From an optimization exercise on the open Yosys and OpenROAD flow, aimed at small area; shortcuts taken in it are not production practice.
RTL that was checked went through simulation tests only; none was proved equivalent to the original.
The RTL of run 3 was laid out without a check of its function.

`flow/config.mk`:
```
export PLATFORM = sky130hd
export DESIGN_NAME = conv_top
export DESIGN_NICKNAME = conv_top
export VERILOG_FILES = /design/flow/design.v
export SDC_FILE = /design/flow/constraint.sdc
export NUM_CORES = 4
export LEC_CHECK = 0
export ABC_AREA = 1
export CAP_MARGIN = 20
export CORE_MARGIN = 2
export CORE_UTILIZATION = 55
export CTS_CLUSTER_DIAMETER = 50
export CTS_CLUSTER_SIZE = 10
export SLEW_MARGIN = 20
```
`flow/constraint.sdc`:
```
create_clock -name core_clock -period 12.5 [get_ports {clk}]
set_input_delay 2.5000 -clock core_clock [delete_from_list [all_inputs] [get_ports {clk}]]
set_output_delay 2.5000 -clock core_clock [all_outputs]
set_load 0.01 [all_outputs]
```
`flow/design.v`:
```
`default_nettype none
package conv_pkg;
    localparam int PIX_W    = 20;    
    localparam int FRAC_W   = 16;
    localparam int ACC_W    = 40;    
    localparam int ADDR_W   = 12;    
    localparam int NUM_TAPS = 9;     
    typedef logic signed [PIX_W-1:0] pix_t;
    function automatic logic [PIX_W-1:0] kernel_w(input logic kernel, input logic [3:0] index);
        logic [PIX_W-1:0] w;
        case ({kernel, index})
            5'h00: w = 20'h0A89E;  5'h01: w = 20'h092D5;  5'h02: w = 20'h06D43;
            5'h03: w = 20'h01004;  5'h04: w = 20'hF8F71;  5'h05: w = 20'hF6E54;
            5'h06: w = 20'hFA6D7;  5'h07: w = 20'hFC834;  5'h08: w = 20'hFAC19;
            5'h10: w = 20'hFDB55;  5'h11: w = 20'h02992;  5'h12: w = 20'hFC994;
            5'h13: w = 20'h050FD;  5'h14: w = 20'h02F20;  5'h15: w = 20'h0202D;
            5'h16: w = 20'h03BD7;  5'h17: w = 20'hFD369;  5'h18: w = 20'h05E68;
            default: w = '0;
        endcase
        kernel_w = w;
    endfunction
    function automatic logic [PIX_W-1:0] kernel_bias(input logic kernel);
        kernel_bias = kernel ? 20'hF7295 : 20'h01310;
    endfunction
    localparam logic [2:0] SEL_NONE  = 3'd0;
    localparam logic [2:0] SEL_L0_K0 = 3'd1;    
    localparam logic [2:0] SEL_L0_K1 = 3'd2;
    localparam logic [2:0] SEL_L1_K0 = 3'd3;    
    localparam logic [2:0] SEL_L1_K1 = 3'd4;
    typedef struct packed {
        pix_t       pixel;    
        logic [3:0] index;    
        logic       valid;
        logic       first;    
        logic       last;     
    } tap_t;
    typedef struct packed {
        pix_t              data;
        logic [ADDR_W-1:0] waddr;
        logic              kernel;
        logic              valid;
    } pool_t;
endpackage
`default_nettype wire
`default_nettype none
module conv_mac
#(
    parameter int          ACCW = 25,
    parameter logic [19:0] BC   = '0      
) (
    input  wire        clk,
    input  wire [19:0] x,
    input  wire        en,       
    input  wire        neg,      
    input  wire        bias,     
    input  wire        clr,      
    input  wire        sh,       
    output logic [19:0] res
);
    logic [ACCW-1:0] acc;
    logic [19:0]     xo;
    logic [ACCW-1:0] a, b, s;
    logic [ACCW:0]   c;
    logic            pos, ngx, one;
    assign pos = en & ~neg;      
    assign ngx = en &  neg;      
    assign one = ~en & neg;      
    assign xo  = (x & {20{pos}}) | (~x & {20{ngx}}) | {20{one}} | (BC & {20{bias}});
    always_comb begin
        for (int i = 0; i < ACCW; i++) begin
            a[i] = acc[i];
            b[i] = (i < 20) ? xo[i] : xo[19];
        end
        c[0] = neg;
        for (int i = 0; i < ACCW; i++) begin
            s[i]   = a[i] ^ b[i] ^ c[i];
            c[i+1] = (a[i] & b[i]) | (c[i] & (a[i] ^ b[i]));
        end
    end
    always_ff @(posedge clk) begin
        acc <= clr ? '0 : sh ? {s[ACCW-1], s[ACCW-1:1]} : s;
    end
    assign res = acc[19:0];
endmodule
`default_nettype wire
`default_nettype none
module conv_rom_a (
    input  wire [6:0] c,
    output logic [7:0] o
);
  logic new_n16, new_n17, new_n18, new_n19, new_n20, new_n21, new_n22,
    new_n23, new_n24, new_n25, new_n26, new_n27, new_n28, new_n29, new_n30,
    new_n31, new_n32, new_n33, new_n34, new_n35, new_n36, new_n37, new_n38,
    new_n39, new_n40, new_n41, new_n42, new_n43, new_n44, new_n45, new_n46,
    new_n47, new_n48, new_n49, new_n50, new_n51, new_n52, new_n53, new_n54,
    new_n55, new_n56, new_n57, new_n58, new_n59, new_n60, new_n61, new_n62,
    new_n63, new_n64, new_n65, new_n66, new_n67, new_n68, new_n69, new_n70,
    new_n71, new_n72, new_n73, new_n74, new_n75, new_n76, new_n78, new_n79,
    new_n80, new_n81, new_n82, new_n83, new_n84, new_n85, new_n86, new_n87,
    new_n88, new_n89, new_n90, new_n91, new_n92, new_n93, new_n94, new_n95,
    new_n97, new_n98, new_n99, new_n100, new_n101, new_n102, new_n103,
    new_n104, new_n105, new_n106, new_n107, new_n108, new_n109, new_n110,
    new_n111, new_n112, new_n113, new_n114, new_n115, new_n116, new_n117,
    new_n118, new_n120, new_n121, new_n122, new_n123, new_n124, new_n125,
    new_n126, new_n127, new_n128, new_n129, new_n130, new_n131, new_n132,
    new_n133, new_n134, new_n135, new_n136, new_n137, new_n139, new_n140,
    new_n141, new_n142, new_n143, new_n144, new_n145, new_n146, new_n147,
    new_n148, new_n150, new_n151, new_n152, new_n154, new_n155, new_n156,
    new_n157, new_n158, new_n160, new_n161, new_n162, new_n163, new_n164,
    new_n165, new_n166, new_n167, new_n168, new_n169, new_n170;
  assign new_n16 = ~c[5] & c[3];
  assign new_n17 = c[1] & ~c[0];
  assign new_n18 = ~c[4] & c[2];
  assign new_n19 = c[0] & new_n16;
  assign new_n20 = new_n18 & ~new_n19;
  assign new_n21 = ~c[4] & ~c[2];
  assign new_n22 = c[5] & ~c[3];
  assign new_n23 = c[5] & ~c[1];
  assign new_n24 = ~new_n22 & ~new_n23;
  assign new_n25 = new_n21 & new_n24;
  assign new_n26 = ~new_n20 & ~new_n25;
  assign new_n27 = ~new_n17 & ~new_n26;
  assign new_n28 = c[4] & new_n17;
  assign new_n29 = ~new_n27 & ~new_n28;
  assign new_n30 = new_n16 & ~new_n29;
  assign new_n31 = c[1] & c[0];
  assign new_n32 = ~c[3] & new_n31;
  assign new_n33 = ~c[4] & new_n32;
  assign new_n34 = ~new_n25 & new_n33;
  assign new_n35 = ~c[5] & ~c[3];
  assign new_n36 = c[5] & c[3];
  assign new_n37 = ~new_n35 & ~new_n36;
  assign new_n38 = c[4] & ~c[2];
  assign new_n39 = c[1] & new_n38;
  assign new_n40 = ~c[1] & c[0];
  assign new_n41 = c[2] & new_n40;
  assign new_n42 = ~new_n39 & ~new_n41;
  assign new_n43 = ~new_n37 & ~new_n42;
  assign new_n44 = ~new_n34 & ~new_n43;
  assign new_n45 = ~new_n30 & new_n44;
  assign new_n46 = ~new_n16 & new_n40;
  assign new_n47 = ~c[1] & new_n18;
  assign new_n48 = ~new_n20 & ~new_n47;
  assign new_n49 = ~new_n46 & ~new_n48;
  assign new_n50 = c[5] & ~new_n38;
  assign new_n51 = new_n31 & new_n50;
  assign new_n52 = ~new_n18 & ~new_n51;
  assign new_n53 = ~new_n49 & ~new_n52;
  assign new_n54 = ~c[4] & c[3];
  assign new_n55 = ~new_n22 & ~new_n54;
  assign new_n56 = new_n17 & new_n55;
  assign new_n57 = c[2] & new_n56;
  assign new_n58 = ~c[3] & new_n18;
  assign new_n59 = ~new_n39 & ~new_n58;
  assign new_n60 = ~c[4] & c[0];
  assign new_n61 = new_n59 & ~new_n60;
  assign new_n62 = new_n22 & ~new_n61;
  assign new_n63 = ~new_n57 & ~new_n62;
  assign new_n64 = ~new_n53 & new_n63;
  assign new_n65 = ~c[1] & ~c[0];
  assign new_n66 = new_n37 & new_n65;
  assign new_n67 = c[4] & ~new_n66;
  assign new_n68 = new_n22 & ~new_n67;
  assign new_n69 = new_n64 & new_n68;
  assign new_n70 = ~c[1] & new_n21;
  assign new_n71 = c[4] & c[2];
  assign new_n72 = new_n40 & new_n71;
  assign new_n73 = ~new_n70 & ~new_n72;
  assign new_n74 = c[3] & ~new_n73;
  assign new_n75 = ~new_n69 & ~new_n74;
  assign new_n76 = new_n45 & new_n75;
  assign o[7] = ~c[6] & ~new_n76;
  assign new_n78 = ~c[1] & new_n38;
  assign new_n79 = c[0] & new_n78;
  assign new_n80 = ~new_n28 & ~new_n79;
  assign new_n81 = new_n22 & ~new_n80;
  assign new_n82 = c[2] & new_n65;
  assign new_n83 = ~new_n71 & ~new_n82;
  assign new_n84 = new_n32 & ~new_n83;
  assign new_n85 = ~c[0] & new_n58;
  assign new_n86 = new_n55 & new_n65;
  assign new_n87 = ~new_n85 & ~new_n86;
  assign new_n88 = ~new_n84 & new_n87;
  assign new_n89 = c[5] & new_n25;
  assign new_n90 = c[1] & new_n18;
  assign new_n91 = ~new_n78 & ~new_n90;
  assign new_n92 = new_n16 & ~new_n91;
  assign new_n93 = ~new_n89 & ~new_n92;
  assign new_n94 = new_n88 & new_n93;
  assign new_n95 = ~new_n81 & new_n94;
  assign o[6] = ~c[6] & ~new_n95;
  assign new_n97 = c[5] & ~new_n59;
  assign new_n98 = ~c[2] & new_n16;
  assign new_n99 = c[1] & new_n98;
  assign new_n100 = c[0] & ~new_n99;
  assign new_n101 = ~new_n97 & new_n100;
  assign new_n102 = ~new_n16 & ~new_n38;
  assign new_n103 = c[1] & ~new_n102;
  assign new_n104 = new_n101 & new_n103;
  assign new_n105 = ~new_n56 & ~new_n66;
  assign new_n106 = ~c[4] & ~new_n105;
  assign new_n107 = ~new_n24 & new_n71;
  assign new_n108 = ~new_n98 & ~new_n107;
  assign new_n109 = ~c[0] & ~new_n108;
  assign new_n110 = ~new_n106 & ~new_n109;
  assign new_n111 = ~new_n104 & new_n110;
  assign new_n112 = new_n17 & new_n21;
  assign new_n113 = new_n18 & new_n31;
  assign new_n114 = ~new_n18 & new_n40;
  assign new_n115 = ~new_n113 & ~new_n114;
  assign new_n116 = ~new_n112 & new_n115;
  assign new_n117 = new_n36 & ~new_n116;
  assign new_n118 = new_n111 & ~new_n117;
  assign o[5] = ~c[6] & ~new_n118;
  assign new_n120 = new_n40 & new_n45;
  assign new_n121 = ~new_n84 & ~new_n120;
  assign new_n122 = ~c[5] & ~new_n121;
  assign new_n123 = new_n36 & new_n78;
  assign new_n124 = new_n64 & ~new_n123;
  assign new_n125 = c[2] & ~new_n36;
  assign new_n126 = ~c[0] & ~new_n125;
  assign new_n127 = ~new_n124 & new_n126;
  assign new_n128 = ~new_n37 & new_n47;
  assign new_n129 = c[1] & new_n22;
  assign new_n130 = ~new_n67 & new_n129;
  assign new_n131 = new_n35 & new_n38;
  assign new_n132 = ~c[0] & ~new_n131;
  assign new_n133 = ~new_n130 & new_n132;
  assign new_n134 = ~new_n101 & ~new_n133;
  assign new_n135 = ~new_n128 & ~new_n134;
  assign new_n136 = ~new_n127 & new_n135;
  assign new_n137 = ~new_n122 & new_n136;
  assign o[4] = ~c[6] & ~new_n137;
  assign new_n139 = ~c[5] & ~new_n83;
  assign new_n140 = ~new_n111 & new_n139;
  assign new_n141 = c[3] & new_n79;
  assign new_n142 = new_n21 & ~new_n31;
  assign new_n143 = ~new_n39 & ~new_n142;
  assign new_n144 = new_n35 & ~new_n143;
  assign new_n145 = new_n22 & new_n72;
  assign new_n146 = ~c[6] & ~new_n145;
  assign new_n147 = ~new_n144 & new_n146;
  assign new_n148 = ~new_n141 & new_n147;
  assign o[3] = ~new_n140 & new_n148;
  assign new_n150 = ~new_n67 & ~new_n98;
  assign new_n151 = new_n65 & ~new_n150;
  assign new_n152 = new_n124 & ~new_n151;
  assign o[2] = ~c[6] & ~new_n152;
  assign new_n154 = new_n36 & ~new_n83;
  assign new_n155 = ~c[5] & new_n33;
  assign new_n156 = ~c[3] & new_n47;
  assign new_n157 = ~c[6] & ~new_n156;
  assign new_n158 = ~new_n155 & new_n157;
  assign o[1] = ~new_n154 & new_n158;
  assign new_n160 = c[0] & ~new_n129;
  assign new_n161 = ~new_n16 & new_n17;
  assign new_n162 = c[2] & ~new_n161;
  assign new_n163 = ~new_n160 & new_n162;
  assign new_n164 = new_n35 & new_n40;
  assign new_n165 = new_n31 & new_n36;
  assign new_n166 = ~new_n164 & ~new_n165;
  assign new_n167 = ~c[2] & ~new_n166;
  assign new_n168 = new_n67 & ~new_n167;
  assign new_n169 = ~new_n163 & new_n168;
  assign new_n170 = ~c[6] & ~new_n27;
  assign o[0] = ~new_n169 & new_n170;
endmodule
`default_nettype wire
`default_nettype none
module conv_rom_b (
    input  wire [6:0] c,
    output logic [7:0] o
);
  logic new_n16, new_n17, new_n18, new_n19, new_n20, new_n21, new_n22,
    new_n23, new_n24, new_n25, new_n26, new_n27, new_n28, new_n29, new_n30,
    new_n31, new_n32, new_n33, new_n34, new_n35, new_n36, new_n37, new_n38,
    new_n39, new_n40, new_n41, new_n42, new_n43, new_n44, new_n46, new_n47,
    new_n48, new_n49, new_n50, new_n51, new_n52, new_n53, new_n54, new_n55,
    new_n56, new_n57, new_n58, new_n59, new_n60, new_n62, new_n63, new_n64,
    new_n67, new_n70;
  assign new_n16 = ~c[2] & ~c[0];
  assign new_n17 = c[5] & ~c[4];
  assign new_n18 = ~c[3] & new_n17;
  assign new_n19 = ~new_n16 & new_n18;
  assign new_n20 = ~c[1] & ~new_n19;
  assign new_n21 = c[5] & c[3];
  assign new_n22 = c[0] & new_n21;
  assign new_n23 = c[2] & c[0];
  assign new_n24 = ~new_n16 & ~new_n23;
  assign new_n25 = ~c[4] & ~new_n16;
  assign new_n26 = c[5] & ~new_n25;
  assign new_n27 = new_n24 & ~new_n26;
  assign new_n28 = new_n22 & new_n27;
  assign new_n29 = ~c[4] & ~c[3];
  assign new_n30 = ~new_n21 & ~new_n29;
  assign new_n31 = c[4] & c[3];
  assign new_n32 = ~c[5] & ~c[2];
  assign new_n33 = ~new_n31 & new_n32;
  assign new_n34 = ~c[0] & ~new_n33;
  assign new_n35 = new_n30 & new_n34;
  assign new_n36 = ~new_n17 & new_n23;
  assign new_n37 = ~new_n30 & new_n36;
  assign new_n38 = ~new_n35 & ~new_n37;
  assign new_n39 = ~new_n28 & new_n38;
  assign new_n40 = new_n16 & ~new_n29;
  assign new_n41 = new_n39 & new_n40;
  assign new_n42 = new_n20 & ~new_n41;
  assign new_n43 = c[1] & new_n39;
  assign new_n44 = ~c[6] & ~new_n43;
  assign o[7] = ~new_n42 & new_n44;
  assign new_n46 = ~new_n18 & ~new_n24;
  assign new_n47 = c[1] & ~new_n46;
  assign new_n48 = ~c[5] & new_n31;
  assign new_n49 = ~new_n22 & new_n24;
  assign new_n50 = ~new_n48 & new_n49;
  assign new_n51 = new_n47 & ~new_n50;
  assign new_n52 = ~new_n24 & new_n26;
  assign new_n53 = ~c[4] & ~c[0];
  assign new_n54 = c[1] & ~new_n53;
  assign new_n55 = c[0] & new_n31;
  assign new_n56 = ~new_n29 & ~new_n55;
  assign new_n57 = ~new_n54 & new_n56;
  assign new_n58 = ~new_n27 & new_n57;
  assign new_n59 = ~new_n52 & new_n58;
  assign new_n60 = ~new_n51 & ~new_n59;
  assign o[6] = ~c[6] & ~new_n60;
  assign new_n62 = c[6] & new_n29;
  assign new_n63 = new_n32 & new_n62;
  assign new_n64 = new_n20 & new_n62;
  assign o[0] = new_n23 & new_n64;
  assign o[2] = ~new_n47 & new_n63;
  assign new_n67 = c[1] & o[2];
  assign o[3] = o[0] | new_n67;
  assign o[4] = new_n24 & new_n64;
  assign new_n70 = c[6] & ~o[4];
  assign o[1] = o[3] | ~new_n70;
  assign o[5] = new_n63 & ~o[1];
endmodule
`default_nettype wire
`default_nettype none
module conv_top
#(
    parameter int IMG_BITS = 6    
) (
    input  wire               clk,
    input  wire               rst,
    input  wire               ready,
    input  wire [19:0]        idata,
    input  wire [19:0]        cdata_rd,
    output logic              busy,
    output logic              cwr,
    output logic              crd,
    output logic [11:0]       iaddr,
    output logic [11:0]       caddr_wr,
    output logic [11:0]       caddr_rd,
    output logic [19:0]       cdata_wr,
    output logic [2:0]        csel
);
    logic [7-1:0]     cyc;        
    logic [11:0]     pix;        
    logic            flag;       
    logic rm, rp, cm, cp, p0, q0, p1, q1;
    logic sh0, sh1, wr, rd, pw, kb, pb, lc;
    logic [8-1:0] rom_a, ctl;
    logic [8-1:0] rom_b;
    logic [7-1:0] cyc_nx;
    conv_rom_a u_rom_a (.c (cyc_nx), .o (rom_a));
    conv_rom_b u_rom_b (.c (cyc), .o (rom_b));
    assign {rm, rp, cm, cp, p0, q0, p1, q1} = ctl;
    assign {sh0, sh1, wr, rd, pw, kb, pb, lc} = rom_b;
    logic [12:0]     pc;         
    logic [11:0]     pix_inc;
    logic [7:0]   cc;         
    logic [7-1:0] cyc_inc;
    always_comb begin
        pc[0] = lc;
        for (int i = 0; i < 12; i++) begin
            pix_inc[i] = pix[i] ^ pc[i];
            pc[i+1]    = pix[i] & pc[i];
        end
        cc[0] = 1'b1;
        for (int i = 0; i < 7; i++) begin
            cyc_inc[i] = cyc[i] ^ cc[i];
            cc[i+1]    = cyc[i] & cc[i];
        end
    end
    always_ff @(posedge clk or posedge rst) begin
        if (rst)
            busy <= 1'b0;
        else if (busy)
            busy <= !(lc && pc[12]);
        else
            busy <= ready;
    end
    assign cyc_nx = (busy && !lc) ? cyc_inc : '0;
    always_ff @(posedge clk) begin
        cyc <= cyc_nx;
        ctl <= rom_a;
        pix <= busy ? pix_inc : 12'd0;
    end
    logic [5:0] row, col, nrow, ncol;
    logic [6:0] rt, ct;
    logic       pad;
    assign row = {pix[11:7], pix[1]};
    assign col = {pix[6:2],  pix[0]};
    always_comb begin
        rt[0] = rm | rp;
        ct[0] = cm | cp;
        for (int i = 0; i < 6; i++) begin
            nrow[i]  = row[i] ^ rt[i];
            ncol[i]  = col[i] ^ ct[i];
            rt[i+1]  = rt[i] & (row[i] ^ rm);
            ct[i+1]  = ct[i] & (col[i] ^ cm);
        end
    end
    assign pad   = rt[6] | ct[6];    
    assign iaddr = {nrow, ncol};
    logic        en0, en1;
    logic [19:0] res0, res1;
    logic nz0, ng0, bs0, nz1, ng1, bs1;
    assign nz0 = p0;
    assign ng0 = p0 & q0;
    assign bs0 = ~p0 & q0;
    assign nz1 = p1;
    assign ng1 = p1 & q1;
    assign bs1 = ~p1 & q1;
    assign en0 = nz0 & ~pad;
    assign en1 = nz1 & ~pad;
    logic clr;
    assign clr = lc | ~busy;    
    conv_mac #(.ACCW(23), .BC(20'h02621)) u_mac0 (
        .clk (clk), .x (idata), .en (en0), .neg (ng0), .bias (bs0),
        .clr (clr), .sh (sh0), .res (res0)
    );
    conv_mac #(.ACCW(23), .BC(20'hEE52B)) u_mac1 (
        .clk (clk), .x (idata), .en (en1), .neg (ng1), .bias (bs1),
        .clr (clr), .sh (sh1), .res (res1)
    );
    logic [18:0] val;
    logic [19:0] gc;             
    logic        k0, k1;
    assign k0  = ~kb & ~res0[19];                    
    assign k1  =  kb & ~res1[19];
    assign val = (res0[18:0] & {19{k0}}) | (res1[18:0] & {19{k1}});
    always_comb begin
        gc[0] = 1'b0;
        for (int i = 0; i < 19; i++)
            gc[i+1] = (val[i] & ~cdata_rd[i]) | (gc[i] & (val[i] | ~cdata_rd[i]));
    end
    always_ff @(posedge clk) begin
        if (rd)
            flag <= gc[19] || (pix[1:0] == 2'd0);    
    end
    assign cwr      = busy && (wr || (pw && flag));
    assign crd      = busy && rd;
    assign csel     = {pb & kb, pb ^ kb, ~kb};
    assign caddr_rd = {2'b00, pix[11:7], pix[6:2]};
    assign caddr_wr = pb ? caddr_rd : {pix[11:7], pix[1], pix[6:2], pix[0]};
    assign cdata_wr = {1'b0, val};
endmodule
`default_nettype wire
```
`flow/flow/run.sh`:
```
#!/bin/bash
set -euo pipefail
rm -rf scripts_area
cp -r "$FLOW_HOME/scripts" scripts_area
cp flow/abc_area.script scripts_area/abc_area.script
export BUFFER_PORTS_ARGS="-buffer_cell sky130_fd_sc_hd__buf_1"
export CTS_ARGS="-sink_clustering_enable -repair_clock_nets -sink_clustering_size 10 -sink_clustering_max_diameter 50 -dont_use_dummy_load"
bash standard.sh ABC_AREA=1 SCRIPTS_DIR="$PWD/scripts_area" > standard.log 2>&1
```
`flow/flow/abc_area.script`:
```
strash
&get -n
&deepsyn -T 60
&put
dch -f
amap
topo
```
`flow/standard.sh`:
```
#!/bin/bash
# synth_recipe.tcl (not shown) runs the flow's synth.tcl, then flattens the netlist and writes it again
# the make line also repeats each setting of config.mk as NAME=value (left out here)
make -C /OpenROAD-flow-scripts/flow DESIGN_CONFIG=/design/flow/config.mk WORK_HOME=/design/flow/orfs CLKGATE_MAP_FILE= SYNTH_SCRIPT=/design/flow/synth_recipe.tcl "${@:-finish}"
```
==> impl_metrics.py, run 1 <==
metrics = {
    "synthesis": {
        "ys_seq_area_share_pct": 27.86,
        "synth_most_common_cell": "clkinv_1",
        "async_flop_share_pct": 1.333,
        "yosysUniqueCellTypes": 35,
        "synth-seq-cells": 75,
        "synth_flop_cell": "dfxtp_1",
        "synthSimpleGateAreaFrac_pct": 14.28,
        "syn_inst": 695,
        "synth_xor_area_share_pct": 0,
        "yosys-top-cells-area": "dfxtp_1 27%, fa_1 16%, o22ai_1 12%",
        "synth_top_family_by_area": "compound AO/OA/AOI/OAI gates",
        "yosys.area.top_type": "dfxtp_1",
        "ys_warn_count": 3,
        "netlist.area_leader.share_pct": 26.85,
        "synth_compound_area_share_pct": 24.30,
        "synth_edf_count": 1,
        "yosys-top-cells-count": "145 x clkinv_1, 103 x o22ai_1, 98 x nor2_1, 73 x dfxtp_1, 44 x fa_1",
        "muxShareOfSynthArea_pct": 0,
        "synth_area_mm2": 0.005443,
        "syn_avg_cell_area_um2": 7.831,
        "synth_fa_ha_area_share_pct": 21.70,
    },
    "placement": {
        "io_buffers": 100,
        "hpwl_mm": 11.35,
        "dp_cells": 930,
        "place.gp.congestion": 0.9990,
        "placed_area_mm2": 0.005998,
    },
    "critical_path": {
        "crit_slowest_cell": "fa_1",
        "critPathKind": "input port to register",
        "rr_startpoint": "ctl[5]",
        "crit_arrival_ns": 12.27,
        "critPathRequiredTime_ns": 12.69,
        "path_max_fanout": 4,
        "cp-startpoint": "idata[0]",
        "max_stage_delay_ns": 0.43,
        "start_kind": "input port",
        "crit_path_frequent_cell": "fa_1",
        "critPathCaptureType": "register",
    },
    "floorplan": {
        "num_rows": 36,
        "io_pins": 105,
        "initial_core_util_pct": 56.20,
        "core-area_mm2": 0.009684,
        "die_h_um": 103.5,
        "dieArea_mm2": 0.01071,
        "die_w_um": 103.5,
    },
    "detailed_routing": {
        "antenna_left": 0,
        "dr.pass1.iters": 4,
        "routedWlPerCell_um": 15.68,
        "drc_errors": 0,
        "totalWireLength_mm": 14.72,
        "vias": 5345,
        "via_per_inst": 5.692,
        "drtIter0Drc": 195,
    },
    "grt": {
        "grt_pass1_vias": 5033,
        "grt.overflow.total": 0,
        "grt_pass1_wl_mm": 23.23,
        "antenna_found_initial": 0,
        "grtUsageTotal_pct": 28.38,
        "grt_max_degree": 23,
    },
    "cells_and_area": {
        "fin_area_mm2": 0.006163,
        "fin_nets": 919,
        "area_growth_syn_to_layout_pct": 13.24,
        "diodes": 0,
        "fin_cells": 939,
        "finish.utilization_pct": 63.64,
        "layout-drive-gt1-share_pct": 4.218,
    },
    "clock_network": {
        "h-tree-depth": 3,
        "cts_tree": "done",
        "cts.sinks": 75,
        "numCtsBuffers": 9,
        "clk-insertion-delay-late_ns": 0.36,
        "cts_root_buffer": "clkbuf_8",
        "post-cts-setup-buffer-count": 0,
        "clockBufferDepth": 2,
        "path_clk_slew_ns": 0.08,
    },
    "flow_run": {
        "max_cap_violations": 0,
    },
    "status": {
        "status": "no timing/DRC/antenna violations",
    },
    "worst_hold_path": {
        "holdCritStartpoint": "busy",
        "hp-class": "register to register",
    },
    "sta": {
        "fin_skew_ns": 0.02289,
        "fmax_mhz": 82.80,
        "rsz0062_at_grt": "no",
        "tightest_slew_ns": 0.8557,
        "setup_viol_count_final": 0,
        "finalCriticalPeriod_ns": 12.08,
        "hold_violations": 0,
        "whs_ns": 0.5257,
        "fin_crit_sh_pct": 96.62,
        "relSlewSlack_pct": 42.81,
        "drv_slew": 0,
    },
}
-- final timing paths --
check	slack, ns	cells after the start	endpoint
worst max-delay path	0.42	32	u_mac0.acc[21]
min in group asynchronous	1.93	2	busy
max in group asynchronous	10.49	2	busy
worst min register to register	0.53	1	busy
worst max register to register	0.70	39	u_mac1.acc[21]
worst min-delay path	0.53	1	busy
-- registers in the layout, indices dropped and copies added, names as in the netlist --
register    cells
cyc             7
pix            12
flag            1
u_mac0.acc     23
busy            1
u_mac1.acc     23
ctl             8
-- area by class of cell --
cell class	count	area (um2)
sequential	75	1516
inverter	145	544.3
fill	872	3521
clock buffer	9	123.9
timing repair buffer	113	473.0
multi-input combinational	464	3339
tap	133	166.4
-- through the flow --
stage | setup WS [ns] | TNS, ns
2_1_floorplan | 0.1279 | 0
4_1_cts | 0.04835 | 0
6_report | 0.4222 | 0
3_5_place_dp | -0.4482 | -1.048
3_3_place_gp | -0.3163 | -0.6474
5_1_grt | 0.02244 | 0
-- per-layer routing --
layer	GRT usage [%]	up-vias	share of wire, %
li1	-	2638	-
met1	33.63	2471	39
met2	49.98	207	51
met3	5.645	29	6.9
met4	12.15	0	2.3
met5	0	-	0
-- kinds of logic after synthesis --
kind of cell               after synthesis
DFF                                     75
and+or+nand+nor                        182
adders and majority gates               68
AOI/OAI and AO/OA                      211
buffers and inverters                  158
other                                    1
-- layout by cell type, fill, tap and decap left out, drive strengths merged, types with 4 or more instances in the layout --
cell    count
nor3       24
ha         24
nand2      32
a21oi      42
nor2b      13
o211ai      8
clkinv    145
a211oi      4
clkbuf      9
a22oi       4
fa         44
or2         4
nor2       98
o21ai      21
nand3       5
o22ai     103
a31oi       6
buf       113
dfxtp      73
-- worst max-delay path: cells and delay by family --
kind / cells / cell delay, ns
buffers and inverters: 4 / 0.35
adder cells (fa/ha/maj): 22 / 8.68
AO/OA/AOI/OAI: 4 / 0.56
AND/OR/NAND/NOR: 2 / 0.18
-- timing repair --
action                                  CTS  global route
hold buffers                              0             0
endpoints found under the setup margin    2             3
resized for setup                         4             9
==> run 2, diff against run 1 <==
==> flow/flow/run.sh (replaced) <==
#!/bin/bash
set -euo pipefail
rm -rf scripts_area
cp -r "$FLOW_HOME/scripts" scripts_area
cp flow/abc_area.script scripts_area/abc_area.script
export BUFFER_PORTS_ARGS="-buffer_cell sky130_fd_sc_hd__buf_1"
export CTS_ARGS="-sink_clustering_enable -repair_clock_nets -sink_clustering_size 30 -sink_clustering_max_diameter 150 -dont_use_dummy_load"
bash standard.sh ABC_AREA=1 SCRIPTS_DIR="$PWD/scripts_area" > standard.log 2>&1
==> impl_metrics.py, run 2 <==
metrics = {
    "synthesis": {
        "yosys.area.top_type": "dfxtp_1",
        "yosysUniqueCellTypes": 35,
        "synth_area_mm2": 0.005443,
        "syn_avg_cell_area_um2": 7.831,
        "netlist.area_leader.share_pct": 26.85,
        "ys_seq_area_share_pct": 27.86,
        "synth_fa_ha_area_share_pct": 21.70,
        "ys_warn_count": 3,
        "synth_top_family_by_area": "compound AO/OA/AOI/OAI gates",
        "synth_edf_count": 1,
        "synthSimpleGateAreaFrac_pct": 14.28,
        "synth_compound_area_share_pct": 24.30,
        "synth_most_common_cell": "clkinv_1",
        "synth_xor_area_share_pct": 0,
        "synth_flop_cell": "dfxtp_1",
        "muxShareOfSynthArea_pct": 0,
        "async_flop_share_pct": 1.333,
        "yosys-top-cells-area": "dfxtp_1 27%, fa_1 16%, o22ai_1 12%",
        "syn_inst": 695,
        "yosys-top-cells-count": "145 x clkinv_1, 103 x o22ai_1, 98 x nor2_1, 73 x dfxtp_1, 44 x fa_1",
        "synth-seq-cells": 75,
    },
    "sta": {
        "fin_skew_ns": 0.02289,
        "fin_crit_sh_pct": 96.62,
        "whs_ns": 0.5257,
        "hold_violations": 0,
        "finalCriticalPeriod_ns": 12.08,
        "fmax_mhz": 82.80,
        "relSlewSlack_pct": 42.81,
        "tightest_slew_ns": 0.8557,
        "setup_viol_count_final": 0,
        "drv_slew": 0,
        "rsz0062_at_grt": "no",
    },
    "critical_path": {
        "critPathCaptureType": "register",
        "start_kind": "input port",
        "crit_path_frequent_cell": "fa_1",
        "critPathKind": "input port to register",
        "ff2ff_path_depth": 39,
        "crit_arrival_ns": 12.27,
        "crit_slowest_cell": "fa_1",
        "critPathRequiredTime_ns": 12.69,
        "max_stage_delay_ns": 0.43,
        "path_max_fanout": 4,
    },
    "cells_and_area": {
        "final_common_cell": "clkinv_1",
        "most-common-layout-cells": "145 x clkinv_1, 103 x o22ai_1, 100 x buf_1",
        "reg.largest.list": "u_mac0.acc (23), u_mac1.acc (23), pix (12)",
        "diodes": 0,
        "fin_nets": 919,
        "fin_area_mm2": 0.006163,
        "layout-drive-gt1-share_pct": 4.218,
        "fin_cells": 939,
        "area_growth_syn_to_layout_pct": 13.24,
    },
    "placement": {
        "io_buffers": 100,
        "place.gp.congestion": 0.9990,
        "dp_cells": 930,
        "placed_area_mm2": 0.005998,
        "hpwl_mm": 11.35,
    },
    "floorplan": {
        "dieArea_mm2": 0.01071,
        "io_pins": 105,
        "core-area_mm2": 0.009684,
        "die_h_um": 103.5,
        "initial_core_util_pct": 56.20,
        "die_w_um": 103.5,
        "num_rows": 36,
    },
    "clock_network": {
        "cts_root_buffer": "clkbuf_8",
        "clk-insertion-delay-late_ns": 0.36,
        "cts.hold.buffers_added": 0,
        "post-cts-setup-buffer-count": 0,
        "cts.sinks": 75,
        "path_clk_slew_ns": 0.08,
        "cts_tree": "done",
        "clockBufferDepth": 2,
        "h-tree-depth": 3,
        "numCtsBuffers": 9,
    },
    "detailed_routing": {
        "via_per_inst": 5.692,
        "totalWireLength_mm": 14.72,
        "drtIter0Drc": 195,
        "routedWlPerCell_um": 15.68,
        "vias": 5345,
        "antenna_left": 0,
        "dr.pass1.iters": 4,
        "drc_errors": 0,
    },
    "grt": {
        "antenna_found_initial": 0,
        "grtUsageTotal_pct": 28.38,
        "grt.overflow.total": 0,
        "grt_pass1_vias": 5033,
        "grt_max_degree": 23,
        "grt_pass1_wl_mm": 23.23,
    },
    "worst_hold_path": {
        "hp-class": "register to register",
        "whs_path_depth": 1,
    },
    "status": {
        "status": "no timing/DRC/antenna violations",
    },
    "flow_run": {
        "max_cap_violations": 0,
    },
}
==> run 2: cell counts after synthesis <==
Identical to the previous run, type by type.
==> run 2: cells by family (layout without fill, tap and decap cells) <==
| family | after synthesis | count (layout) |
|---|---|---|
| flops | 75 | 75 |
| simple gates | 182 | 182 |
| other cells | 1 | 3 |
| compound gates | 211 | 211 |
| buf+inv | 158 | 267 |
| fa+ha+maj | 68 | 68 |
==> run 2: worst paths after layout <==
path,start,end,slack (ns)
setup reg to reg,ctl[5],u_mac1.acc[21],0.70
max in group asynchronous,rst,busy,10.49
hold reg to reg,busy,busy,0.53
min in group asynchronous,rst,busy,1.93
setup / recovery,idata[0],u_mac0.acc[21],0.42
hold / removal,busy,busy,0.53
==> run 2: repair_timing <==
action	in CTS	in global routing
gates resized for setup	4	9
endpoints found under the hold margin	0	0
endpoints found under the setup margin	2	3
gates cloned	0	0
==> run 2: critical path, delay by kind of cell <==
| family | cells | cell delay (ns) |
|---|---|---|
| compound gates | 4 | 0.56 |
| fa+ha+maj | 22 | 8.68 |
| buf+inv | 4 | 0.35 |
| simple gates | 2 | 0.18 |
==> run 2: metal layers <==
layer	up-vias	wire, um	GRT usage [%]
met2	207	7560	49.98
li1	2638	-	-
met1	2471	5796	33.63
met4	0	342	12.15
met3	29	1023	5.645
met5	-	0	0
==> run 2: area by class of cell <==
cell class | count | area (um2)
inverter | 145 | 544.3
tap | 133 | 166.4
multi-input combinational | 464 | 3339
timing repair buffer | 113 | 473.0
clock buffer | 9 | 123.9
sequential | 75 | 1516
fill | 872 | 3521
==> run 2: stage by stage <==
step	utilization, %	setup TNS [ns]	setup slack (ns)
after global placement	61.94	-0.6474	-0.3163
final	63.64	0	0.4222
after floorplan	-	0	0.1279
after global routing	63.64	0	0.02244
after detailed placement	61.94	-1.048	-0.4482
after CTS	63.29	0	0.04835
==> run 3, diff against run 2 <==
--- a/flow/design.v
+++ b/flow/design.v
@@ -77,9 +77,11 @@
             c[i+1] = (a[i] & b[i]) | (c[i] & (a[i] ^ b[i]));
         end
     end
+    logic [ACCW-1:0] accn;
     always_ff @(posedge clk) begin
-        acc <= clr ? '0 : sh ? {s[ACCW-1], s[ACCW-1:1]} : s;
+        accn <= ~(clr ? '0 : sh ? {s[ACCW-1], s[ACCW-1:1]} : s);
     end
+    assign acc = ~accn;
     assign res = acc[19:0];
 endmodule
 `default_nettype wire
==> flow/flow/run.sh (replaced) <==
#!/bin/bash
set -euo pipefail
rm -rf scripts_area
cp -r "$FLOW_HOME/scripts" scripts_area
cp flow/abc_area.script scripts_area/abc_area.script
export BUFFER_PORTS_ARGS="-buffer_cell sky130_fd_sc_hd__buf_1"
export CTS_ARGS="-sink_clustering_enable -repair_clock_nets -sink_clustering_size 10 -sink_clustering_max_diameter 50 -dont_use_dummy_load"
bash standard.sh ABC_AREA=1 SCRIPTS_DIR="$PWD/scripts_area" > standard.log 2>&1
==> impl_metrics.py, run 3 <==
metrics = {
    "synthesis": {
        "netlist.area_leader.share_pct": 27.05,
        "synth_xor_area_share_pct": 0,
        "ys_warn_count": 3,
        "synth_most_common_cell": "clkinv_1",
        "async_flop_share_pct": 1.333,
        "synth_edf_count": 1,
        "syn_inst": 650,
        "yosys-top-cells-area": "dfxtp_1 27%, fa_1 16%, o22a_1 7.8%",
        "muxShareOfSynthArea_pct": 0,
        "synth_area_mm2": 0.005403,
        "synth_top_family_by_area": "compound AO/OA/AOI/OAI gates",
        "ys_seq_area_share_pct": 28.07,
        "synth_flop_cell": "dfxtp_1",
        "yosys-top-cells-count": "103 x clkinv_1, 98 x nor2_1, 73 x dfxtp_1, 59 x o22ai_1, 48 x o22a_1",
        "synth-seq-cells": 75,
        "yosysUniqueCellTypes": 40,
        "synthSimpleGateAreaFrac_pct": 13.85,
        "yosys.area.top_type": "dfxtp_1",
        "synth_compound_area_share_pct": 27.19,
        "synth_fa_ha_area_share_pct": 21.86,
        "syn_avg_cell_area_um2": 8.312,
    },
    "floorplan": {
        "num_rows": 36,
        "core-area_mm2": 0.009639,
        "io_pins": 105,
        "dieArea_mm2": 0.01063,
        "die_h_um": 103.1,
        "initial_core_util_pct": 56.05,
        "die_w_um": 103.1,
    },
    "grt": {
        "gr-usage-met1_pct": 38.52,
        "grt.overflow.total": 0,
        "grt_max_degree": 23,
        "busiest_layer": "met2",
        "grtUsageTotal_pct": 27.98,
        "grt_pass1_vias": 4845,
        "grt_pass1_wl_mm": 22.83,
        "met2_usage_pct": 43.16,
        "antenna_found_initial": 0,
        "met3_usage_pct": 6.847,
    },
    "detailed_routing": {
        "vias": 5226,
        "drc_errors": 0,
        "antenna_left": 0,
        "dr.pass1.iters": 5,
        "totalWireLength_mm": 14.60,
        "via_per_inst": 5.885,
        "drtIter0Drc": 276,
        "routedWlPerCell_um": 16.44,
    },
    "critical_path": {
        "max_stage_delay_ns": 0.44,
        "crit_arrival_ns": 12.32,
        "critPathRequiredTime_ns": 12.72,
        "start_kind": "input port",
        "critPathCaptureType": "register",
        "path_max_fanout": 4,
        "crit_path_frequent_cell": "fa_1",
        "critPathKind": "input port to register",
        "path_buf_inv": 4,
        "crit_family": "adder cells",
        "crit_slowest_cell": "fa_1",
    },
    "cells_and_area": {
        "most-common-layout-cells": "103 x clkinv_1, 100 x buf_1, 98 x nor2_1",
        "reg.largest.list": "u_mac0.accn (23), u_mac1.accn (23), pix (12)",
        "finish.utilization_pct": 63.01,
        "fin_nets": 868,
        "multi_input_comb_area_mm2": 0.003452,
        "seqCellArea_mm2": 0.001516,
        "fillers": 915,
        "area_growth_syn_to_layout_pct": 12.41,
        "diodes": 0,
        "final_common_cell": "clkinv_1",
        "layout-drive-gt1-share_pct": 4.371,
    },
    "clock_network": {
        "clockBufferDepth": 2,
        "path_clk_slew_ns": 0.06,
        "cts_root_buffer": "clkbuf_8",
        "numCtsBuffers": 9,
        "cts_tree": "done",
        "h-tree-depth": 3,
        "clk-insertion-delay-late_ns": 0.36,
        "cts.sinks": 75,
        "post-cts-setup-buffer-count": 0,
    },
    "sta": {
        "setup_viol_count_final": 0,
        "rsz0062_at_grt": "no",
        "fin_skew_ns": 0.02903,
        "finalCriticalPeriod_ns": 12.10,
        "hold_violations": 0,
        "fin_crit_sh_pct": 96.80,
        "relSlewSlack_pct": 39.08,
        "drv_slew": 0,
        "fmax_mhz": 82.65,
        "tightest_slew_ns": 0.9117,
        "timing.final.ws_setup_ns": 0.4003,
    },
    "status": {
        "status": "no timing/DRC/antenna violations",
    },
    "placement": {
        "io_buffers": 100,
        "place.gp.congestion": 0.9636,
        "dpl_worst_slack_ns": -0.5609,
        "hpwl_mm": 11.21,
    },
    "flow_run": {
        "max_cap_violations": 0,
    },
    "worst_hold_path": {
        "hp-class": "register to register",
    },
}
## run 3: per-layer routing
layer	share of wire (%)	wire, um	vias up
met2	46	6660	229
met4	1.9	282	0
li1	-	-	2522
met1	45	6502	2441
met5	0	0	-
met3	7.9	1155	34
## run 3: cell families after synthesis
group           Yosys count
compound gates          213
simple gates            177
buf+inv                 116
flops                    75
fa+ha+maj                68
other cells               1
## run 3: stage by stage
stage | hold WS [ns] | std cells | TNS, ns | cell area, um2
floorplan | 0.5554 | 652 | 0 | 5410
global placement | 0.5399 | 879 | -1.276 | 5907
detailed placement | 0.5521 | 879 | -2.206 | 5907
CTS | 0.5618 | 888 | 0 | 6048
global route | 0.5989 | 888 | 0 | 6073
finish | 0.5661 | 888 | 0 | 6073
## run 3: final timing paths
path	endpoint	slack [ns]	cells past startpoint	from
min reg2reg	busy	0.57	1	busy
max in group asynchronous	busy	10.46	2	rst
max reg2reg	u_mac1.accn[21]	0.73	40	pix[1]
min in group asynchronous	busy	1.96	2	rst
min	busy	0.57	1	busy
max	u_mac1.accn[21]	0.40	33	idata[0]
## run 3: worst reg2reg max path, delay by kind of cell (launching register included)
kind,cells,cell delay [ns]
adder cells (fa/ha/maj),22,8.69
AO/OA/AOI/OAI,8,1.27
flip-flops,1,0.47
AND/OR/NAND/NOR,7,0.91
buffers and inverters,3,0.29
## run 3: what timing repair did
| action | CTS | global route |
|---|---|---|
| pin swaps | 0 | 1 |
| resized for setup | 7 | 11 |
| setup endpoints to repair | 3 | 4 |
| hold buffers | 0 | 0 |
## run 3: final cells by class
cell class / count / area share, %
inverter: 103 / 6.366
timing repair buffer: 107 / 7.046
multi-input combinational: 461 / 56.84
sequential: 75 / 24.97
tap: 133 / 2.740
clock buffer: 9 / 2.040
==> run 4, diff against run 3 <==
--- a/flow/design.v
+++ b/flow/design.v
@@ -370,16 +370,18 @@
     conv_rom_b u_rom_b (.c (cyc), .o (rom_b));
     assign {rm, rp, cm, cp, p0, q0, p1, q1} = ctl;
     assign {sh0, sh1, wr, rd, pw, kb, pb, lc} = rom_b;
-    logic [12:0]     pc;         
+    logic [9:0]      blk_nx;
+    logic [1:0]      sub_nx;
     logic [11:0]     pix_inc;
+    logic            blk_adv, img_end;
+    assign blk_adv = lc & pix[1] & pix[0];
+    assign img_end = blk_adv & (pix[11:2] == 10'h200);
+    assign sub_nx  = {pix[1] ^ (lc & pix[0]), pix[0] ^ lc};
+    assign blk_nx  = {pix[10:2], ~(pix[11] ^ pix[8]) ^ (pix[10:2] == 9'h1FF)};
+    assign pix_inc = {blk_adv ? blk_nx : pix[11:2], sub_nx};
     logic [7:0]   cc;         
     logic [7-1:0] cyc_inc;
     always_comb begin
-        pc[0] = lc;
-        for (int i = 0; i < 12; i++) begin
-            pix_inc[i] = pix[i] ^ pc[i];
-            pc[i+1]    = pix[i] & pc[i];
-        end
         cc[0] = 1'b1;
         for (int i = 0; i < 7; i++) begin
             cyc_inc[i] = cyc[i] ^ cc[i];
@@ -390,7 +392,7 @@
         if (rst)
             busy <= 1'b0;
         else if (busy)
-            busy <= !(lc && pc[12]);
+            busy <= !img_end;
         else
             busy <= ready;
     end
--- a/flow/config.mk
+++ b/flow/config.mk
@@ -11,4 +11,5 @@
 export CORE_UTILIZATION = 55
 export CTS_CLUSTER_DIAMETER = 50
 export CTS_CLUSTER_SIZE = 10
+export GPL_TIMING_DRIVEN = 0
 export SLEW_MARGIN = 20
==> impl_metrics.py, run 4 <==
metrics = {
    "status": {
        "status": "no timing/DRC/antenna violations",
    },
    "grt": {
        "grt.overflow.total": 0,
        "grtUsageTotal_pct": 29.68,
        "antenna_found_initial": 0,
        "grt_pass1_wl_mm": 24.34,
        "grt_max_degree": 23,
        "grt_pass1_vias": 5096,
    },
    "sta": {
        "hold_violations": 0,
        "fin_skew_ns": 0.03543,
        "tightest_slew_ns": 0.9475,
        "fmax_mhz": 82.96,
        "fin_crit_sh_pct": 96.43,
        "setup_viol_count_final": 0,
        "relSlewSlack_pct": 36.83,
        "finalCriticalPeriod_ns": 12.05,
        "rsz0062_at_grt": "no",
        "drv_slew": 0,
        "finalSetupTns_ns": 0,
    },
    "synthesis": {
        "yosys.area.top_type": "dfxtp_1",
        "netlist.area_leader.share_pct": 27.53,
        "syn_avg_cell_area_um2": 8.166,
        "synth_most_common_cell": "clkinv_1",
        "ys_seq_area_share_pct": 28.57,
        "synth_edf_count": 1,
        "async_flop_share_pct": 1.333,
        "syn_inst": 650,
        "yosysUniqueCellTypes": 38,
        "synth_flop_cell": "dfxtp_1",
        "yosys-top-cells-count": "112 x clkinv_1, 96 x nor2_1, 73 x dfxtp_1, 69 x o22ai_1",
        "yosys-top-cells-area": "dfxtp_1 28%, fa_1 17%, o22ai_1 8.1%",
        "synth_area_mm2": 0.005308,
        "synth-seq-cells": 75,
        "ys_warn_count": 3,
    },
    "detailed_routing": {
        "totalWireLength_mm": 15.08,
        "top_layer_used": "met4",
        "routedWlPerCell_um": 16.92,
        "drc_errors": 0,
        "met2RoutedLength_mm": 7.214,
        "via_per_inst": 6.025,
        "wl_met3_mm": 1.101,
        "wl_met1_mm": 6.477,
        "antenna_left": 0,
        "drtIter0Drc": 361,
        "vias": 5368,
        "dr.pass1.iters": 5,
    },
    "cells_and_area": {
        "area_growth_syn_to_layout_pct": 14.88,
        "layout-drive-gt1-share_pct": 7.480,
        "final_common_cell": "clkinv_1",
        "diodes": 0,
        "finish.utilization_pct": 65.67,
        "fin_nets": 864,
        "most-common-layout-cells": "110 x clkinv_1, 100 x buf_1, 92 x nor2_1",
        "reg.largest.list": "u_mac0.accn (23), u_mac1.accn (23), pix (12)",
    },
    "placement": {
        "io_buffers": 100,
        "hpwl_mm": 11.43,
        "place.gp.congestion": 0.9427,
    },
    "flow_run": {
        "max_cap_violations": 0,
    },
    "clock_network": {
        "clockBufferDepth": 2,
        "h-tree-depth": 3,
        "clk-insertion-delay-late_ns": 0.36,
        "cts_root_buffer": "clkbuf_8",
        "cts.sinks": 75,
        "numCtsBuffers": 9,
        "cts_tree": "done",
        "cts.hold.buffers_added": 0,
        "path_clk_slew_ns": 0.06,
    },
    "critical_path": {
        "crit_slowest_cell": "fa_2",
        "critPathCaptureType": "register",
        "critPathKind": "input port to register",
        "crit_arrival_ns": 12.28,
        "start_kind": "input port",
        "path_max_fanout": 4,
        "max_stage_delay_ns": 0.44,
        "critPathRequiredTime_ns": 12.72,
    },
    "worst_hold_path": {
        "hp-class": "register to register",
    },
    "floorplan": {
        "die_h_um": 102.2,
        "core-area_mm2": 0.009284,
        "num_rows": 35,
        "initial_core_util_pct": 57.17,
        "die_w_um": 102.2,
        "io_pins": 105,
        "dieArea_mm2": 0.01045,
    },
}
## run 4: cell types whose count changed in the layout (fill, tap and decap cells not counted), moves of 5 or more
cell | previous run | this run
a21oi_1 | 37 | 45
a22oi_1 | 6 | 11
buf_4 | 7 | 14
clkinv_1 | 103 | 110
ha_1 | 24 | 13
nand2_1 | 36 | 31
nor2_1 | 98 | 92
nor2b_1 | 14 | 2
o21a_1 | 5 | 0
o22ai_1 | 59 | 69
## run 4: path summary, 6_finish.rpt
path | from | to | slack (ns) | depth (start not counted)
setup / recovery | idata[0] | u_mac1.accn[22] | 0.45 | 33
hold / removal | pix[1] | pix[1] | 0.51 | 1
setup reg to reg | pix[7] | u_mac1.accn[22] | 0.66 | 43
hold reg to reg | pix[1] | pix[1] | 0.51 | 1
max in group asynchronous | rst | busy | 10.46 | 2
min in group asynchronous | rst | busy | 1.96 | 2
## run 4: metrics by stage
step	instance area (um2)	setup slack, ns	cells	hold slack [ns]
after floorplan	5315	0.1173	652	0.5039
after detailed placement	5867	-1.028	881	0.5758
after global routing	6097	0.009545	891	0.5376
after global placement	5852	-1.342	881	0.5653
final	6097	0.4464	891	0.5098
after CTS	6043	0.01783	891	0.5884
## run 4: layout make-up
| cell class | instances | area, um2 |
|---|---|---|
| Tap cell | 129 | 161.4 |
| Timing Repair Buffer | 101 | 382.9 |
| Clock buffer | 9 | 123.9 |
| Buffer | 13 | 97.59 |
| Sequential cell | 75 | 1519 |
| Fill cell | 854 | 3187 |
| Multi-Input combinational cell | 452 | 3392 |
| Inverter | 112 | 420.4 |
## run 4: metal layers
metal  up-vias  global-route usage (%)
met5         -                       0
met4         0                   8.821
met3        31                   4.993
met2       239                   49.24
met1      2535                   40.20
li1       2563                       -
## run 4: critical path, delay by kind of cell
| kind | cells | cell delay [ns] |
|---|---|---|
| adder cells (fa/ha/maj) | 22 | 8.71 |
| AND/OR/NAND/NOR | 4 | 0.51 |
| buffers and inverters | 4 | 0.35 |
| AO/OA/AOI/OAI | 3 | 0.18 |
## run 4: repair_timing
action,4_1_cts,5_1_grt
resized for setup,13,22
buffers inserted,1,0
pin swaps,1,3
endpoints found under the setup margin,8,6
## run 4: cells by family (layout without fill, tap and decap cells)
group                      after synthesis  after routing  share of synthesized area (%)
adders and majority gates               57             57                          19.66
and+or+nand+nor                        161            161                          12.54
AOI/OAI and AO/OA                      231            231                          29.40
other                                    1              3                        0.07065
DFF                                     75             75                          28.57
buffers and inverters                  125            235                          9.759
==> run 5, diff against run 4 <==
--- a/flow/config.mk
+++ b/flow/config.mk
@@ -11,5 +11,4 @@
 export CORE_UTILIZATION = 55
 export CTS_CLUSTER_DIAMETER = 50
 export CTS_CLUSTER_SIZE = 10
-export GPL_TIMING_DRIVEN = 0
 export SLEW_MARGIN = 20
==> impl_metrics.py, run 5 <==
metrics = {
    "clock_network": {
        "h-tree-depth": 3,
        "path_clk_slew_ns": 0.08,
        "cts.hold.buffers_added": 0,
        "clk-insertion-delay-late_ns": 0.36,
        "clockBufferDepth": 2,
        "numCtsBuffers": 9,
        "cts_tree": "done",
        "cts.sinks": 75,
        "cts_root_buffer": "clkbuf_8",
    },
    "placement": {
        "placed_area_mm2": 0.005837,
        "place.gp.congestion": 0.9277,
        "hpwl_mm": 11.44,
        "dpl_worst_slack_ns": -0.4994,
        "dp_cells": 879,
        "io_buffers": 100,
    },
    "floorplan": {
        "die_w_um": 102.2,
        "dieArea_mm2": 0.01045,
        "num_rows": 35,
        "initial_core_util_pct": 57.17,
        "io_pins": 105,
        "die_h_um": 102.2,
        "core-area_mm2": 0.009284,
    },
    "worst_hold_path": {
        "hp-class": "register to register",
    },
    "sta": {
        "setup_viol_count_final": 0,
        "fin_skew_ns": 0.03600,
        "rsz0062_at_grt": "no",
        "finalCriticalPeriod_ns": 12.11,
        "hold_violations": 0,
        "tightest_slew_ns": 0.9049,
        "relSlewSlack_pct": 39.53,
        "fmax_mhz": 82.57,
        "drv_slew": 0,
        "timing.final.ws_setup_ns": 0.3884,
        "fin_crit_sh_pct": 96.89,
    },
    "critical_path": {
        "critPathKind": "input port to register",
        "crit_path_frequent_cell": "fa_1",
        "crit_slowest_cell": "fa_1",
        "max_stage_delay_ns": 0.45,
        "critPathRequiredTime_ns": 12.71,
        "critPathCaptureType": "register",
        "crit_arrival_ns": 12.32,
        "path_max_fanout": 4,
        "start_kind": "input port",
    },
    "synthesis": {
        "synth_compound_area_share_pct": 29.40,
        "syn_avg_cell_area_um2": 8.166,
        "ys_seq_area_share_pct": 28.57,
        "yosys-top-cells-area": "dfxtp_1 28%, fa_1 17%, o22ai_1 8.1%",
        "synthSimpleGateAreaFrac_pct": 12.54,
        "syn_inst": 650,
        "muxShareOfSynthArea_pct": 0,
        "synth_edf_count": 1,
        "async_flop_share_pct": 1.333,
        "yosys-top-cells-count": "112 x clkinv_1, 96 x nor2_1, 73 x dfxtp_1, 69 x o22ai_1",
        "yosys.area.top_type": "dfxtp_1",
        "synth_flop_cell": "dfxtp_1",
        "synth_area_mm2": 0.005308,
        "netlist.area_leader.share_pct": 27.53,
        "synth_fa_ha_area_share_pct": 19.66,
        "synth_xor_area_share_pct": 0,
        "synth_top_family_by_area": "compound AO/OA/AOI/OAI gates",
        "yosysUniqueCellTypes": 38,
        "ys_warn_count": 3,
        "synth_most_common_cell": "clkinv_1",
        "synth-seq-cells": 75,
    },
    "detailed_routing": {
        "totalWireLength_mm": 14.90,
        "vias": 5351,
        "drtIter0Drc": 280,
        "via_per_inst": 6.026,
        "antenna_left": 0,
        "routedWlPerCell_um": 16.78,
        "dr.pass1.iters": 5,
        "drc_errors": 0,
    },
    "cells_and_area": {
        "fin_nets": 861,
        "area_growth_syn_to_layout_pct": 13.32,
        "fin_cells": 888,
        "layout-drive-gt1-share_pct": 5.270,
        "reg.largest.list": "u_mac0.accn (23), u_mac1.accn (23), pix (12)",
        "most-common-layout-cells": "112 x clkinv_1, 100 x buf_1, 96 x nor2_1",
        "diodes": 0,
        "fin_area_mm2": 0.006015,
        "final_common_cell": "clkinv_1",
    },
    "grt": {
        "grt.overflow.total": 0,
        "grt_max_degree": 23,
        "grtUsageTotal_pct": 29.50,
        "grt_pass1_vias": 5018,
        "grt_pass1_wl_mm": 23.96,
        "antenna_found_initial": 0,
    },
    "status": {
        "status": "no timing/DRC/antenna violations",
    },
    "flow_run": {
        "max_cap_violations": 0,
    },
}
-- run 5: worst paths after layout --
path	endpoint	slack (ns)	depth (start not counted)	start
max	u_mac1.accn[22]	0.39	33	idata[0]
min	pix[4]	0.58	2	pix[3]
max reg2reg	u_mac1.accn[22]	0.64	42	pix[1]
min reg2reg	pix[4]	0.58	2	pix[3]
max in group asynchronous	busy	10.46	2	rst
min in group asynchronous	busy	1.96	2	rst
-- run 5: through the flow --
| stage | TNS [ns] | hold WS, ns | util, % |
|---|---|---|---|
| 6_report | 0 | 0.5835 | 64.78 |
| 2_1_floorplan | 0 | 0.5039 | - |
| 5_1_grt | 0 | 0.6032 | 64.78 |
| 3_3_place_gp | -1.153 | 0.5603 | 62.87 |
| 3_5_place_dp | -1.988 | 0.5757 | 62.87 |
| 4_1_cts | 0 | 0.5663 | 64.35 |
-- run 5: cells by family (layout without fill, tap and decap cells) --
| logic type | count (synthesis) | count (layout) |
|---|---|---|
| and+or+nand+nor | 161 | 161 |
| adders and majority gates | 57 | 57 |
| buffers and inverters | 125 | 232 |
| DFF | 75 | 75 |
| AOI/OAI and AO/OA | 231 | 231 |
| other | 1 | 3 |
-- run 5: layer usage --
layer / global-route usage, % / vias up / routed length, um / share of wire [%]
met3: 5.540 / 25 / 1105 / 7.4
met5: 0 / - / 0 / 0
li1: - / 2556 / - / -
met2: 48.28 / 228 / 7081 / 48
met4: 9.744 / 0 / 226 / 1.5
met1: 39.74 / 2542 / 6486 / 44
-- run 5: repair_timing --
action	in CTS	in global routing
setup buffers	0	0
endpoints found under the setup margin	3	6
gates resized for setup	5	16
endpoints found under the hold margin	0	0
-- run 5: area by class of cell --
class	count	area, um2
Multi-Input combinational cell	452	3334
Tap cell	129	161.4
Clock buffer	9	123.9
Inverter	112	420.4
Fill cell	832	3269
Timing Repair Buffer	111	457.9
Sequential cell	75	1516
-- run 5: worst max-delay path, delay by kind of cell --
kind                       cells  cell delay, ns
AOI/OAI and AO/OA              3            0.17
adders and majority gates     22            8.75
buffers and inverters          4            0.36
and+or+nand+nor                4            0.56
==> run 6, diff against run 5 <==
--- a/flow/config.mk
+++ b/flow/config.mk
@@ -8,7 +8,7 @@
 export ABC_AREA = 1
 export CAP_MARGIN = 20
 export CORE_MARGIN = 2
-export CORE_UTILIZATION = 55
+export CORE_UTILIZATION = 65
 export CTS_CLUSTER_DIAMETER = 50
 export CTS_CLUSTER_SIZE = 10
 export SLEW_MARGIN = 20
==> impl_metrics.py, run 6 <==
metrics = {
    "floorplan": {
        "io_pins": 105,
        "initial_core_util_pct": 67.98,
        "core-area_mm2": 0.007807,
        "num_rows": 32,
        "dieArea_mm2": 0.008905,
        "die_w_um": 94.37,
        "die_h_um": 94.37,
    },
    "cells_and_area": {
        "fin_cells": 862,
        "fin_area_mm2": 0.006006,
        "final_common_cell": "clkinv_1",
        "area_growth_syn_to_layout_pct": 13.15,
        "fin_nets": 862,
        "reg.largest.list": "u_mac0.accn (23), u_mac1.accn (23), pix (12)",
        "diodes": 0,
        "most-common-layout-cells": "111 x clkinv_1, 100 x buf_1, 94 x nor2_1",
        "layout-drive-gt1-share_pct": 6.053,
    },
    "clock_network": {
        "cts.hold.buffers_added": 0,
        "clockBufferDepth": 2,
        "clk-insertion-delay-late_ns": 0.36,
        "path_clk_slew_ns": 0.07,
        "cts.sinks": 75,
        "cts_root_buffer": "clkbuf_8",
        "h-tree-depth": 3,
        "cts_tree": "done",
        "numCtsBuffers": 9,
    },
    "synthesis": {
        "synth_most_common_cell": "clkinv_1",
        "synthSimpleGateAreaFrac_pct": 12.54,
        "netlist.area_leader.share_pct": 27.53,
        "async_flop_share_pct": 1.333,
        "yosys-top-cells-count": "112 x clkinv_1, 96 x nor2_1, 73 x dfxtp_1, 69 x o22ai_1",
        "synth_flop_cell": "dfxtp_1",
        "yosysUniqueCellTypes": 38,
        "synth-seq-cells": 75,
        "synth_top_family_by_area": "compound AO/OA/AOI/OAI gates",
        "synth_edf_count": 1,
        "synth_fa_ha_area_share_pct": 19.66,
        "synth_compound_area_share_pct": 29.40,
        "ys_warn_count": 3,
        "ys_seq_area_share_pct": 28.57,
        "synth_xor_area_share_pct": 0,
        "yosys-top-cells-area": "dfxtp_1 28%, fa_1 17%, o22ai_1 8.1%",
        "synth_area_mm2": 0.005308,
        "muxShareOfSynthArea_pct": 0,
        "syn_inst": 650,
        "syn_avg_cell_area_um2": 8.166,
        "yosys.area.top_type": "dfxtp_1",
    },
    "detailed_routing": {
        "totalWireLength_mm": 15.84,
        "drc_errors": 0,
        "vias": 5635,
        "antenna_left": 0,
        "via_per_inst": 6.537,
        "drtIter0Drc": 524,
        "dr.pass1.iters": 5,
        "routedWlPerCell_um": 18.37,
    },
    "placement": {
        "placed_area_mm2": 0.005811,
        "dpl_worst_slack_ns": -0.5107,
        "hpwl_mm": 11.57,
        "io_buffers": 100,
        "dp_cells": 853,
        "place.gp.congestion": 0.8706,
    },
    "sta": {
        "setup_viol_count_final": 0,
        "drv_slew": 0,
        "fin_crit_sh_pct": 96.92,
        "tightest_slew_ns": 0.9189,
        "relSlewSlack_pct": 38.59,
        "fmax_mhz": 82.54,
        "rsz0062_at_grt": "no",
        "hold_violations": 0,
        "whs_ns": 0.5886,
        "timing.final.ws_setup_ns": 0.3850,
        "fin_skew_ns": 0.02857,
        "finalCriticalPeriod_ns": 12.12,
    },
    "critical_path": {
        "critPathRequiredTime_ns": 12.72,
        "start_kind": "input port",
        "crit_arrival_ns": 12.34,
        "critPathKind": "input port to register",
        "crit_path_frequent_cell": "fa_1",
        "crit_slowest_cell": "fa_1",
        "max_stage_delay_ns": 0.44,
        "critPathCaptureType": "register",
        "path_max_fanout": 4,
        "ff2ff_path_depth": 43,
    },
    "status": {
        "status": "no timing/DRC/antenna violations",
    },
    "grt": {
        "grtUsageTotal_pct": 36.83,
        "grt.overflow.total": 0,
        "grt_max_degree": 23,
        "grt_pass1_wl_mm": 25.53,
        "grt_pass1_vias": 5468,
        "antenna_found_initial": 0,
    },
    "worst_hold_path": {
        "hp-class": "register to register",
        "whs_path_depth": 2,
    },
    "flow_run": {
        "max_cap_violations": 0,
    },
}
run 6: repair_timing:
item | in CTS | in global routing
endpoints found under the setup margin | 4 | 6
resized for setup | 10 | 16
buffers inserted | 0 | 0
hold endpoints to repair | 0 | 0
run 6: final timing paths:
kind	from	endpoint	slack, ns
min in group asynchronous	rst	busy	1.93
setup / recovery	idata[0]	u_mac1.accn[21]	0.38
max in group asynchronous	rst	busy	10.49
setup reg to reg	pix[7]	u_mac1.accn[21]	0.59
hold / removal	pix[3]	pix[3]	0.59
hold reg to reg	pix[3]	pix[3]	0.59
run 6: layout make-up:
| cell class | instances | area [um2] |
|---|---|---|
| Sequential cell | 75 | 1516 |
| Fill cell | 545 | 1802 |
| Inverter | 112 | 420.4 |
| Clock buffer | 9 | 123.9 |
| Timing Repair Buffer | 112 | 465.4 |
| Tap cell | 102 | 127.6 |
| Multi-Input combinational cell | 452 | 3352 |
run 6: metal layers:
| layer | share of wire, % | track usage [%] | vias up |
|---|---|---|---|
| met4 | 3.2 | 15.10 | 0 |
| li1 | - | - | 2563 |
| met2 | 48 | 63.04 | 405 |
| met1 | 38 | 45.21 | 2600 |
| met5 | 0 | 0 | - |
| met3 | 11 | 8.140 | 67 |
run 6: cell families (layout without fill, tap and decap cells):
kind of cell | Yosys count | in the layout
compound gates | 231 | 231
other cells | 1 | 3
fa+ha+maj | 57 | 57
simple gates | 161 | 161
buf+inv | 125 | 233
flops | 75 | 75
run 6: critical path, delay by kind of cell:
family	cells	cell delay [ns]
simple gates	3	0.34
buf+inv	4	0.32
compound gates	4	0.37
fa+ha+maj	22	8.78
run 6: per-stage QoR:
step | setup TNS (ns) | util [%]
global route | 0 | 76.92
detailed placement | -2.330 | 74.42
finish | 0 | 76.92
global placement | -1.079 | 74.42
CTS | 0 | 76.36
floorplan | 0 | -

## separate check: timing with driven ports
How much do the figures lean on ideal ports? The routed layouts below were timed once more, with nothing changed but the port constraints.
Step 1 sets driving cells, clkbuf_16 on the clock port and buf_2 on the other inputs (assumed; they add their load-dependent delay and slew).
Step 2 adds t to the input delays and takes it off the output delays; t is the mean of the earliest and latest rising clock arrival at the registers after step 1. Input paths then give back, and output paths get back, about the clock's delay inside the block.
a / b / c = ideal / step 1 / step 2; a / b = the first two.
run | t, ns | setup slack, ns | hold slack, ns | worst setup path at the end | worst register clock-pin slew, ns
run 1 | 0.383 | 0.422 / 0.436 / 0.053 | 0.526 / 0.526 / 0.526 | input to register | 0.08 / 0.08
run 2 | 0.383 | 0.422 / 0.436 / 0.053 | 0.526 / 0.526 / 0.526 | input to register | 0.08 / 0.08
run 3 | 0.381 | 0.400 / 0.414 / 0.034 | 0.566 / 0.566 / 0.566 | input to register | 0.09 / 0.09
run 4 | 0.367 | 0.446 / 0.447 / 0.080 | 0.510 / 0.510 / 0.510 | input to register | 0.09 / 0.09
run 5 | 0.378 | 0.388 / 0.396 / 0.018 | 0.583 / 0.583 / 0.583 | input to register | 0.09 / 0.09
run 6 | 0.377 | 0.385 / 0.392 / 0.015 | 0.589 / 0.589 / 0.589 | input to register | 0.09 / 0.09
After both steps every run listed still meets setup and hold.
